Context: an optimization exercise on an open-source flow, tuned for a short achievable clock period, few clock cycles per item and low power. The choices shown serve that exercise and are no tape-out recipe.
The RTL was checked by simulation tests, not by an equivalence proof against the original design.
Power and IR drop assume default switching activity.

## flow/design.v

```verilog
package riscv_hart_pkg;
	localparam int XLEN = 32;
	localparam logic [31:0] PER_BASE = 32'h8000_0000;
	typedef enum logic [6:0] {
		OP     = 7'b0110011,
		OP_IMM = 7'b0010011,
		LUI    = 7'b0110111,
		LOAD   = 7'b0000011,
		STORE  = 7'b0100011,
		BRANCH = 7'b1100011,
		JAL    = 7'b1101111
	} opcode_e;
	typedef enum logic [3:0] {
		ALU_ADD,
		ALU_SUB,
		ALU_AND,
		ALU_OR,
		ALU_XOR,
		ALU_SLT,
		ALU_PASSB,
		ALU_EQ
	} alu_op_e;
	typedef enum logic [3:0] {
		EXC_NONE,
		EXC_ILLEGAL,
		EXC_LOAD_MISALIGN,
		EXC_STORE_MISALIGN
	} exc_e;
	typedef enum logic [2:0] {S_FETCH, S_EXEC, S_MEM, S_WB, S_HALT} core_state_e;
endpackage
`timescale 1ns/1ps
import riscv_hart_pkg::*;
module riscv_alu (
	input  logic [3:0]      op_i,
	input  logic [XLEN-1:0] a_i,
	input  logic [XLEN-1:0] b_i,
	output logic [XLEN-1:0] result_o,
	output logic            equal_o
);
	logic [XLEN-1:0] sum;
	logic [XLEN-1:0] diff;
	logic            less;
	assign sum  = a_i + b_i;
	assign diff = a_i - b_i;
	assign less = $signed(a_i) < $signed(b_i);
	assign equal_o = (a_i == b_i);
	always_comb begin
		case (op_i)
			ALU_ADD:   result_o = sum;
			ALU_SUB:   result_o = diff;
			ALU_AND:   result_o = a_i & b_i;
			ALU_OR:    result_o = a_i | b_i;
			ALU_XOR:   result_o = a_i ^ b_i;
			ALU_SLT:   result_o = {{(XLEN-1){1'b0}}, less};
			ALU_PASSB: result_o = b_i;
			ALU_EQ:    result_o = {{(XLEN-1){1'b0}}, equal_o};
			default:   result_o = sum;
		endcase
	end
endmodule
`timescale 1ns/1ps
import riscv_hart_pkg::*;
module riscv_regfile (
	input  logic            clock_bus_i,
	input  logic [4:0]      rs1_addr_i,
	input  logic [4:0]      rs2_addr_i,
	output logic [XLEN-1:0] rs1_data_o,
	output logic [XLEN-1:0] rs2_data_o,
	input  logic            rd_we_i,
	input  logic [4:0]      rd_addr_i,
	input  logic [XLEN-1:0] rd_data_i
);
	logic [XLEN-1:0] regs [1:31];
	always_ff @(posedge clock_bus_i) begin
		if (rd_we_i && rd_addr_i != 5'd0)
			regs[rd_addr_i] <= rd_data_i;
	end
	assign rs1_data_o = (rs1_addr_i == 5'd0) ? '0 : regs[rs1_addr_i];
	assign rs2_data_o = (rs2_addr_i == 5'd0) ? '0 : regs[rs2_addr_i];
endmodule
`timescale 1ns/1ps
import riscv_hart_pkg::*;
module riscv_hart_core #(
	parameter logic [XLEN-1:0] RESET_PC = 32'h0000_0000
) (
	input  logic            clock_bus_i,
	input  logic            reset_i,
	output logic            inst_req_o,
	output logic [XLEN-1:0] inst_addr_o,
	input  logic [XLEN-1:0] inst_data_i,
	input  logic            inst_done_i,
	output logic            data_req_o,
	output logic            data_wren_o,
	output logic [XLEN-1:0] data_addr_o,
	output logic [XLEN-1:0] data_data_o,
	input  logic [XLEN-1:0] data_data_i,
	input  logic            data_done_i,
	output logic [XLEN-1:0] data_ref_addr_o,
	output logic [3:0]      exception_o
);
	logic [2:0]      state;
	logic [XLEN-1:0] pc;
	logic [XLEN-1:0] ir;
	logic [XLEN-1:0] load_q;
	logic            inst_req;
	logic            data_req;
	logic            data_wren;
	logic [XLEN-1:0] data_addr;
	logic [XLEN-1:0] data_wdata;
	logic [3:0]      exc;
	logic [6:0]      opcode;
	logic [2:0]      funct3;
	logic [XLEN-1:0] imm_i, imm_s, imm_b, imm_u, imm_j;
	assign opcode = ir[6:0];
	assign funct3 = ir[14:12];
	assign imm_i  = {{20{ir[31]}}, ir[31:20]};
	assign imm_s  = {{20{ir[31]}}, ir[31:25], ir[11:7]};
	assign imm_b  = {{19{ir[31]}}, ir[31], ir[7], ir[30:25], ir[11:8], 1'b0};
	assign imm_u  = {ir[31:12], 12'b0};
	assign imm_j  = {{11{ir[31]}}, ir[31], ir[19:12], ir[20], ir[30:21], 1'b0};
	logic [3:0]      alu_op;
	logic            use_rs2;
	logic            writes_rd;
	logic            illegal;
	logic [XLEN-1:0] imm;
	always_comb begin
		alu_op    = ALU_ADD;
		use_rs2   = 1'b0;
		writes_rd = 1'b0;
		illegal   = 1'b0;
		imm       = imm_i;
		case (opcode)
			OP: begin
				use_rs2   = 1'b1;
				writes_rd = 1'b1;
				case (funct3)
					3'b000:  alu_op = ir[30] ? ALU_SUB : ALU_ADD;
					3'b010:  alu_op = ALU_SLT;
					3'b100:  alu_op = ALU_XOR;
					3'b110:  alu_op = ALU_OR;
					3'b111:  alu_op = ALU_AND;
					default: illegal = 1'b1;
				endcase
			end
			OP_IMM: begin
				writes_rd = 1'b1;
				case (funct3)
					3'b000:  alu_op = ALU_ADD;
					3'b100:  alu_op = ALU_XOR;
					3'b110:  alu_op = ALU_OR;
					3'b111:  alu_op = ALU_AND;
					default: illegal = 1'b1;
				endcase
			end
			LUI: begin
				alu_op    = ALU_PASSB;
				writes_rd = 1'b1;
				imm       = imm_u;
			end
			LOAD: begin
				writes_rd = 1'b1;
				illegal   = (funct3 != 3'b010);
			end
			STORE: begin
				imm     = imm_s;
				illegal = (funct3 != 3'b010);
			end
			BRANCH: begin
				alu_op  = ALU_EQ;
				use_rs2 = 1'b1;
				illegal = (funct3[2:1] != 2'b00);
			end
			JAL:     writes_rd = 1'b1;
			default: illegal = 1'b1;
		endcase
	end
	logic [XLEN-1:0] rs1_data, rs2_data;
	logic [XLEN-1:0] alu_result;
	logic            alu_equal;
	logic            rd_we;
	logic [XLEN-1:0] wb_data;
	logic [XLEN-1:0] pc_plus4;
	logic [XLEN-1:0] next_pc;
	logic            branch_taken;
	logic            is_mem;
	logic            misaligned;
	riscv_regfile regfile_inst (
		.clock_bus_i (clock_bus_i),
		.rs1_addr_i  (ir[19:15]),
		.rs2_addr_i  (ir[24:20]),
		.rs1_data_o  (rs1_data),
		.rs2_data_o  (rs2_data),
		.rd_we_i     (rd_we),
		.rd_addr_i   (ir[11:7]),
		.rd_data_i   (wb_data)
	);
	riscv_alu alu_inst (
		.op_i     (alu_op),
		.a_i      (rs1_data),
		.b_i      (use_rs2 ? rs2_data : imm),
		.result_o (alu_result),
		.equal_o  (alu_equal)
	);
	assign rd_we   = (state == S_WB) && writes_rd;
	assign wb_data = (opcode == LOAD) ? load_q : (opcode == JAL) ? pc_plus4 : alu_result;
	assign pc_plus4     = pc + 32'd4;
	assign branch_taken = (opcode == BRANCH) && (funct3[0] ? !alu_equal : alu_equal);
	assign next_pc      = (opcode == JAL) ? pc + imm_j :
	                      branch_taken ? pc + imm_b : pc_plus4;
	assign is_mem     = (opcode == LOAD) || (opcode == STORE);
	assign misaligned = (alu_result[1:0] != 2'b00);
	always_ff @(posedge clock_bus_i) begin
		if (reset_i) begin
			state     <= S_FETCH;
			pc        <= RESET_PC;
			inst_req  <= 1'b0;
			data_req  <= 1'b0;
			data_wren <= 1'b0;
			exc       <= EXC_NONE;
		end else begin
			case (state)
				S_FETCH: begin
					if (inst_req && inst_done_i) begin
						inst_req <= 1'b0;
						state    <= S_EXEC;
					end else begin
						inst_req <= 1'b1;
					end
				end
				S_EXEC: begin
					if (illegal) begin
						exc   <= EXC_ILLEGAL;
						state <= S_HALT;
					end else if (is_mem && misaligned) begin
						exc   <= (opcode == LOAD) ? EXC_LOAD_MISALIGN : EXC_STORE_MISALIGN;
						state <= S_HALT;
					end else if (is_mem) begin
						data_req  <= 1'b1;
						data_wren <= (opcode == STORE);
						state     <= S_MEM;
					end else begin
						state <= S_WB;
					end
				end
				S_MEM: begin
					if (data_done_i) begin
						data_req <= 1'b0;
						state    <= S_WB;
					end
				end
				S_WB: begin
					pc       <= next_pc;
					inst_req <= 1'b1;
					state    <= S_FETCH;
				end
				default: state <= S_HALT;
			endcase
		end
	end
	always_ff @(posedge clock_bus_i) begin
		if (state == S_FETCH && inst_req && inst_done_i)
			ir <= inst_data_i;
		if (state == S_EXEC) begin
			data_addr  <= alu_result;
			data_wdata <= rs2_data;
		end
		if (state == S_MEM && data_done_i)
			load_q <= data_data_i;
	end
	assign inst_req_o      = inst_req;
	assign inst_addr_o     = pc;
	assign data_req_o      = data_req;
	assign data_wren_o     = data_wren;
	assign data_addr_o     = data_addr;
	assign data_data_o     = data_wdata;
	assign data_ref_addr_o = pc;
	assign exception_o     = exc;
endmodule
`timescale 1ns/1ps
import riscv_hart_pkg::*;
module port_switch (
	input  logic            clock_bus_i,
	input  logic            reset_i,
	input  logic            core_req_i,
	input  logic            core_wren_i,
	input  logic [XLEN-1:0] core_addr_i,
	input  logic [XLEN-1:0] core_data_i,
	output logic            core_done_o,
	output logic [XLEN-1:0] core_data_o,
	input  logic            memory_done_i,
	input  logic [XLEN-1:0] memory_data_i,
	output logic            memory_req_o,
	output logic            memory_wren_o,
	output logic [XLEN-1:0] memory_addr_o,
	output logic [XLEN-1:0] memory_data_o,
	input  logic [XLEN-1:0] peripheral_data_i,
	output logic            peripheral_req_o,
	output logic            peripheral_wren_o,
	output logic [XLEN-1:0] peripheral_addr_o,
	output logic [XLEN-1:0] peripheral_data_o
);
	logic            sel_per;
	logic            per_done_q;
	logic [XLEN-1:0] per_rdata_q;
	assign sel_per = (core_addr_i >= PER_BASE);
	assign memory_req_o  = core_req_i && !sel_per;
	assign memory_wren_o = core_wren_i;
	assign memory_addr_o = core_addr_i;
	assign memory_data_o = core_data_i;
	assign peripheral_req_o  = core_req_i && sel_per && !per_done_q;
	assign peripheral_wren_o = core_wren_i;
	assign peripheral_addr_o = core_addr_i;
	assign peripheral_data_o = core_data_i;
	always_ff @(posedge clock_bus_i) begin
		if (reset_i)
			per_done_q <= 1'b0;
		else
			per_done_q <= peripheral_req_o;
	end
	always_ff @(posedge clock_bus_i) begin
		if (peripheral_req_o)
			per_rdata_q <= peripheral_data_i;
	end
	assign core_done_o = sel_per ? per_done_q : memory_done_i;
	assign core_data_o = sel_per ? per_rdata_q : memory_data_i;
endmodule
`timescale 1ns/1ps
import riscv_hart_pkg::*;
module riscv_hart_top #(
	parameter logic [XLEN-1:0] RESET_PC = 32'h0000_0000
) (
	input  logic            clock_bus_i,
	input  logic            reset_i,
	output logic [3:0]      exception_bus_o,
	output logic [XLEN-1:0] inst_addr_o,
	output logic            mem_req0_o,
	output logic [XLEN-1:0] mem_add0_o,
	input  logic [XLEN-1:0] mem_data0_i,
	input  logic            mem_done0_i,
	output logic            mem_req1_o,
	output logic            mem_rw1_o,
	output logic [XLEN-1:0] mem_add1_o,
	output logic [XLEN-1:0] mem_data1_o,
	input  logic [XLEN-1:0] mem_data1_i,
	input  logic            mem_done1_i,
	output logic            per_req_o,
	output logic            per_rw_o,
	output logic [XLEN-1:0] per_add_o,
	output logic [XLEN-1:0] per_data_o,
	input  logic [XLEN-1:0] per_data_i
);
	logic            hart_data_req;
	logic            hart_data_rw;
	logic [XLEN-1:0] hart_data_add;
	logic [XLEN-1:0] hart_data_wdata;
	logic [XLEN-1:0] hart_data_rdata;
	logic            hart_data_done;
	riscv_hart_core #(
		.RESET_PC (RESET_PC)
	) hart_inst (
		.clock_bus_i     (clock_bus_i),
		.reset_i         (reset_i),
		.inst_req_o      (mem_req0_o),
		.inst_addr_o     (mem_add0_o),
		.inst_data_i     (mem_data0_i),
		.inst_done_i     (mem_done0_i),
		.data_req_o      (hart_data_req),
		.data_wren_o     (hart_data_rw),
		.data_addr_o     (hart_data_add),
		.data_data_o     (hart_data_wdata),
		.data_data_i     (hart_data_rdata),
		.data_done_i     (hart_data_done),
		.data_ref_addr_o (inst_addr_o),
		.exception_o     (exception_bus_o)
	);
	port_switch peripheral_switch_inst (
		.clock_bus_i       (clock_bus_i),
		.reset_i           (reset_i),
		.core_req_i        (hart_data_req),
		.core_wren_i       (hart_data_rw),
		.core_addr_i       (hart_data_add),
		.core_data_i       (hart_data_wdata),
		.core_done_o       (hart_data_done),
		.core_data_o       (hart_data_rdata),
		.memory_done_i     (mem_done1_i),
		.memory_data_i     (mem_data1_i),
		.memory_req_o      (mem_req1_o),
		.memory_wren_o     (mem_rw1_o),
		.memory_addr_o     (mem_add1_o),
		.memory_data_o     (mem_data1_o),
		.peripheral_data_i (per_data_i),
		.peripheral_req_o  (per_req_o),
		.peripheral_wren_o (per_rw_o),
		.peripheral_addr_o (per_add_o),
		.peripheral_data_o (per_data_o)
	);
endmodule
```

## flow/run.sh

```bash
#!/bin/bash
# synth_recipe.tcl (not shown) runs the flow's synth.tcl, then flattens the netlist and writes it again
# the make line also repeats each setting of config.mk as NAME=value (left out here)
make -C /OpenROAD-flow-scripts/flow DESIGN_CONFIG=/design/flow/config.mk WORK_HOME=/design/flow/orfs CLKGATE_MAP_FILE= SYNTH_SCRIPT=/design/flow/synth_recipe.tcl finish
```

## flow/config.mk

```make
export PLATFORM = sky130hd
export DESIGN_NAME = riscv_hart_top
export DESIGN_NICKNAME = riscv_hart_top
export VERILOG_FILES = /design/flow/design.v
export SDC_FILE = /design/flow/constraint.sdc
export NUM_CORES = 4
export LEC_CHECK = 0
export CAP_MARGIN = 20
export CORE_MARGIN = 2
export CORE_UTILIZATION = 40
export SLEW_MARGIN = 20
```

## flow/constraint.sdc

```tcl
create_clock -name core_clock -period 9.0 [get_ports {clock_bus_i}]
set_input_delay 1.8000 -clock core_clock [delete_from_list [all_inputs] [get_ports {clock_bus_i}]]
set_output_delay 1.8000 -clock core_clock [all_outputs]
set_load 0.01 [all_outputs]
```

==> key figures <==
Hold path
  • Min-Delay Startpoint: hart_inst.exc[1]
  • End point of the most critical hold path: hart_inst.exc[1]
  • Class of the tightest hold or removal check: register to register
  • Count of cells along the worst hold path: 2

Global route
  • First-pass GRT wire length: 321000 um
  • Antenna violations before repair: 7
  • Global-route congestion overflow total: 0
  • Maximum number of pins on one net before global-route repair: 68
  • Number of global-route vias before repair: 41551
  • Total Routing Usage GR: 28.1%

Place
  • Post-DP Area: 0.0693 mm2
  • RePlAce Congestion: 0.998
  • Estimated wirelength of the detail-placed design: 148000 um
  • Number of instances in the placed design: 6398
  • Number of I/O port buffers: 296

Clocking
  • TritonCTS sink count: 1202
  • Largest buffer count on any clock path: 3
  • Htree depth: 4
  • Clock transition time at the flip-flop clock pins of the worst setup and hold paths: 0.07 ns
  • Number of buffers created by CTS: 133
  • Clock latency reported for the late side of the worst-skew pair: 0.80 ns
  • Hold bufs inserted after CTS: 0
  • Clock Tree Root: sky130_fd_sc_hd__clkbuf_16
  • TritonCTS clock tree: done
  • Setup Fix Bufs, Post-CTS: 0
  • Number of gates given a new drive strength after cts: 0

Timing
  • Total negative setup slack: 0 ns
  • Final min period: 7.72 ns
  • Highest clock frequency the design can meet: 129 MHz
  • Pins over their slew limit: 0
  • Unrepaired setup endpoints after global routing: false
  • Relative slew slack: 19.1%
  • Final Setup Violations: 0
  • Final worst-path cycle share: 85.8%
  • Final Hold Violating Endpoints: 0
  • Pin slew with the least headroom to its limit: 1.21 ns
  • Smallest hold slack: 0.463 ns
  • Setup clock skew after layout: 0.0350 ns

Synth
  • Async SR Flop Fraction: 0%
  • Commonest register cell after synthesis: sky130_fd_sc_hd__edfxtp_1
  • Top cells by area, synth: sky130_fd_sc_hd__edfxtp_1, sky130_fd_sc_hd__mux4_2, sky130_fd_sc_hd__ha_1
  • Mean instance size in the synthesized netlist: 15.0 um2
  • Register bit count reported by yosys: 1202
  • Number of enable-type register cells in the synthesized netlist: 1152
  • Yosys Warn Count: 4
  • Portion of synthesized cell area occupied by the leading cell type: 54.3%
  • Cell Area, Synth: 0.0637 mm2
  • Count of mapped cells out of synthesis: 4250
  • Sequential-to-total area share from yosys stat: 55.8%
  • Most common cell in the netlist: sky130_fd_sc_hd__edfxtp_1
  • Synth area leader: sky130_fd_sc_hd__edfxtp_1
  • Leading post-synthesis cells by instance count: sky130_fd_sc_hd__edfxtp_1, sky130_fd_sc_hd__mux4_2, sky130_fd_sc_hd__nor2_1
  • Number of library cell types mapped by synthesis: 88

Power
  • Maximum resistive drop on vdd: 0.193 mV
  • Static Leakage: 0.0244 uW
  • Post-layout power: 15500 uW
  • Areal power density over the cells: 210 mW/mm2

Layout
  • Final-layout fill cell count: 13602
  • Area of all placed cells without fillers: 0.0736 mm2
  • Number of standard cells in the final layout excluding fillers: 6636
  • Area growth from synthesis to layout: 15.4%
  • Net count reported at finish: 4707
  • Ratio of cells with drive above 1 in the final layout: 23.2%

Floorplanning
  • Initial standard-cell utilization of the core: 40.2%
  • Number of primary I/O pins: 301
  • Floorplan row count: 146
  • Std-Cell Core Area: 0.158 mm2
  • Die Height: 403 um
  • Die width: 403 um
  • Die area: 0.163 mm2

Worst setup path
  • Arrival time reported for the critical path endpoint: 8.21 ns
  • Cell depth of the worst flop-to-flop path: 19
  • Type of element launching the critical path: register
  • Cell at the slowest stage of the critical path: sky130_fd_sc_hd__dfxtp_4
  • Series of cell instances along the critical path: buf_12 -> buf_4 -> mux4_2 -> mux4_2 -> mux2i_1 -> nor2_1 -> nor2_1 -> a21oi_1 -> ha_1 -> and3_1 -> nand4_1 -> a2111oi_0 -> nor2_1 -> o21ai_0 -> o221a_2 -> nor2_1 -> o41ai_1 -> a21oi_2 -> buf_4
  • Required time at the endpoint of the critical path: 9.49 ns
  • Category of the critical setup timing path: register to register
  • Maximum fanout encountered on the critical timing path: 34
  • Endpoint type of the worst setup path: register
  • Internal reg-to-reg setup slack: 1.28 ns
  • Terminus of the critical flop-to-flop path: hart_inst.regfile_inst.regs[20][22]
  • Critical Path Most Common Cell: sky130_fd_sc_hd__nor2_1
  • Slowest cell delay on critical path: 0.98 ns

Route
  • Number of nets with antenna violations after detailed routing: 0
  • Remaining DRCs: 0
  • Ratio of routed vias to standard cells: 6.46
  • Avg WL per Cell: 34.8 um
  • Detailed router's first-iteration violation count: 5828
  • TritonRoute pass-1 iters: 5
  • Total number of vias: 42893
  • Routed WL: 231000 um

Run
  • Max-cap check violation count: 0

Run status
  • Outcome: complete, no violations
==> kinds of logic (layout without fill, tap and decap cells) <==
group / Yosys count / in the layout / share of synthesized area, %
fa+ha+maj: 145 / 145 / 2.89
other cells: 1 / 8 / 0.00588
mux: 723 / 723 / 22.7
buf+inv: 499 / 806 / 3.57
flops: 1202 / 1202 / 55.8
xor+xnor: 73 / 73 / 1.00
compound gates: 777 / 777 / 7.90
simple gates: 830 / 830 / 6.03
==> through the flow <==
step,util [%],setup WS [ns]
after global placement,43.7,1.50
after floorplan,-,2.50
after detailed placement,43.8,1.40
after global routing,46.5,1.00
final,46.5,1.28
after CTS,46.4,1.33
==> routing by layer <==
| layer | GRT usage, % | part of all wire [%] |
|---|---|---|
| met1 | 37.7 | 39 |
| met2 | 44.6 | 47 |
| met3 | 5.64 | 9.4 |
| met4 | 11.9 | 4.7 |
| met5 | 0 | 0.012 |
==> worst max-delay path: cells and delay by family, from the launching register on <==
kind | cells | cell delay (ns)
buffers and inverters | 3 | 0.89
AOI/OAI and AO/OA | 6 | 2.53
muxes | 3 | 1.37
and+or+nand+nor | 6 | 0.96
adders and majority gates | 1 | 0.60
DFF | 1 | 0.98
==> flip-flops by register name, summed over array words and instances (netlist names), named ones only <==
signal / cells
hart_inst.state: 3
hart_inst.data_wren: 1
hart_inst.data_addr: 32
hart_inst.load_q: 32
peripheral_switch_inst.per_rdata_q: 32
hart_inst.inst_req: 1
hart_inst.exc: 2
hart_inst.ir: 32
hart_inst.regfile_inst.regs: 992
hart_inst.pc: 31
hart_inst.data_req: 1
peripheral_switch_inst.per_done_q: 1
hart_inst.data_wdata: 32
==> cell type report <==
| class | instances | area [um2] | area share (%) |
|---|---|---|---|
| Tap cell | 2072 | 2590 | 3.52 |
| Multi-Input combinational cell | 2552 | 26300 | 35.7 |
| Inverter | 122 | 458 | 0.622 |
| Antenna cell | 4 | 10.0 | 0.0136 |
| Clock buffer | 156 | 3440 | 4.67 |
| Clock inverter | 77 | 788 | 1.07 |
| Timing Repair Buffer | 451 | 4400 | 5.98 |
| Sequential cell | 1202 | 35600 | 48.4 |
==> report_power, final <==
| part | internal [uW] | switching (uW) |
|---|---|---|
| Sequential | 6810 | 140 |
| Clock | 3060 | 2300 |
| Combinational | 1130 | 2030 |
| Total | 11000 | 4470 |
==> layout by cell type (no fill, tap or decap), types with 47 or more instances in the layout <==
cell type	synthesis	layout
sky130_fd_sc_hd__a21oi_1	274	268
sky130_fd_sc_hd__buf_4	100	132
sky130_fd_sc_hd__clkbuf_16	0	134
sky130_fd_sc_hd__clkdlybuf4s50_1	0	296
sky130_fd_sc_hd__edfxtp_1	1152	1152
sky130_fd_sc_hd__ha_1	141	141
sky130_fd_sc_hd__inv_1	120	119
sky130_fd_sc_hd__mux2i_1	105	105
sky130_fd_sc_hd__mux4_2	576	576
sky130_fd_sc_hd__nand2_1	196	196
sky130_fd_sc_hd__nand2b_1	55	54
sky130_fd_sc_hd__nand3_1	48	47
sky130_fd_sc_hd__nor2_1	338	298
sky130_fd_sc_hd__o21ai_0	117	112
==> worst max path at each step <==
stage               startpoint                                  end  slack (ns)
floorplan             register  hart_inst.regfile_inst.regs[10][30]        2.50
finish                register  hart_inst.regfile_inst.regs[20][22]        1.28
detailed placement    register  hart_inst.regfile_inst.regs[23][22]        1.40
CTS                   register  hart_inst.regfile_inst.regs[23][22]        1.33
global route          register  hart_inst.regfile_inst.regs[20][22]        1.00
global placement      register  hart_inst.regfile_inst.regs[22][22]        1.50
Testbench counts, summed over its fixed seeds: cycles 68,730, instrs 15,403.

## port drivers added, routing unchanged
In the flow no input, the clock included, has a driving cell. The finished layout below was timed again as built, in two steps. Step 1 sets driving cells, clkbuf_16 on the clock port and buf_2 on the other inputs (assumed; they add their load-dependent delay and slew). Step 2 also shifts input and output timing later by t, the mid clock arrival at the registers, as if the neighbouring blocks saw the same clock. Three values: no drivers, after step 1, after step 2; two values: the first two.
t (ns): 0.859
slack for setup (ns): 1.278 / 1.278 / 1.278
clock arrival spread, ns: 0.035 / 0.035
worst register clock-pin slew, ns: 0.07 / 0.07
worst data-port slew with drivers (ns): 0.08
After both steps setup and hold are still met in this run. The setup slack of this run moves by 0.000 ns with the drivers and by 0.000 ns with both steps.
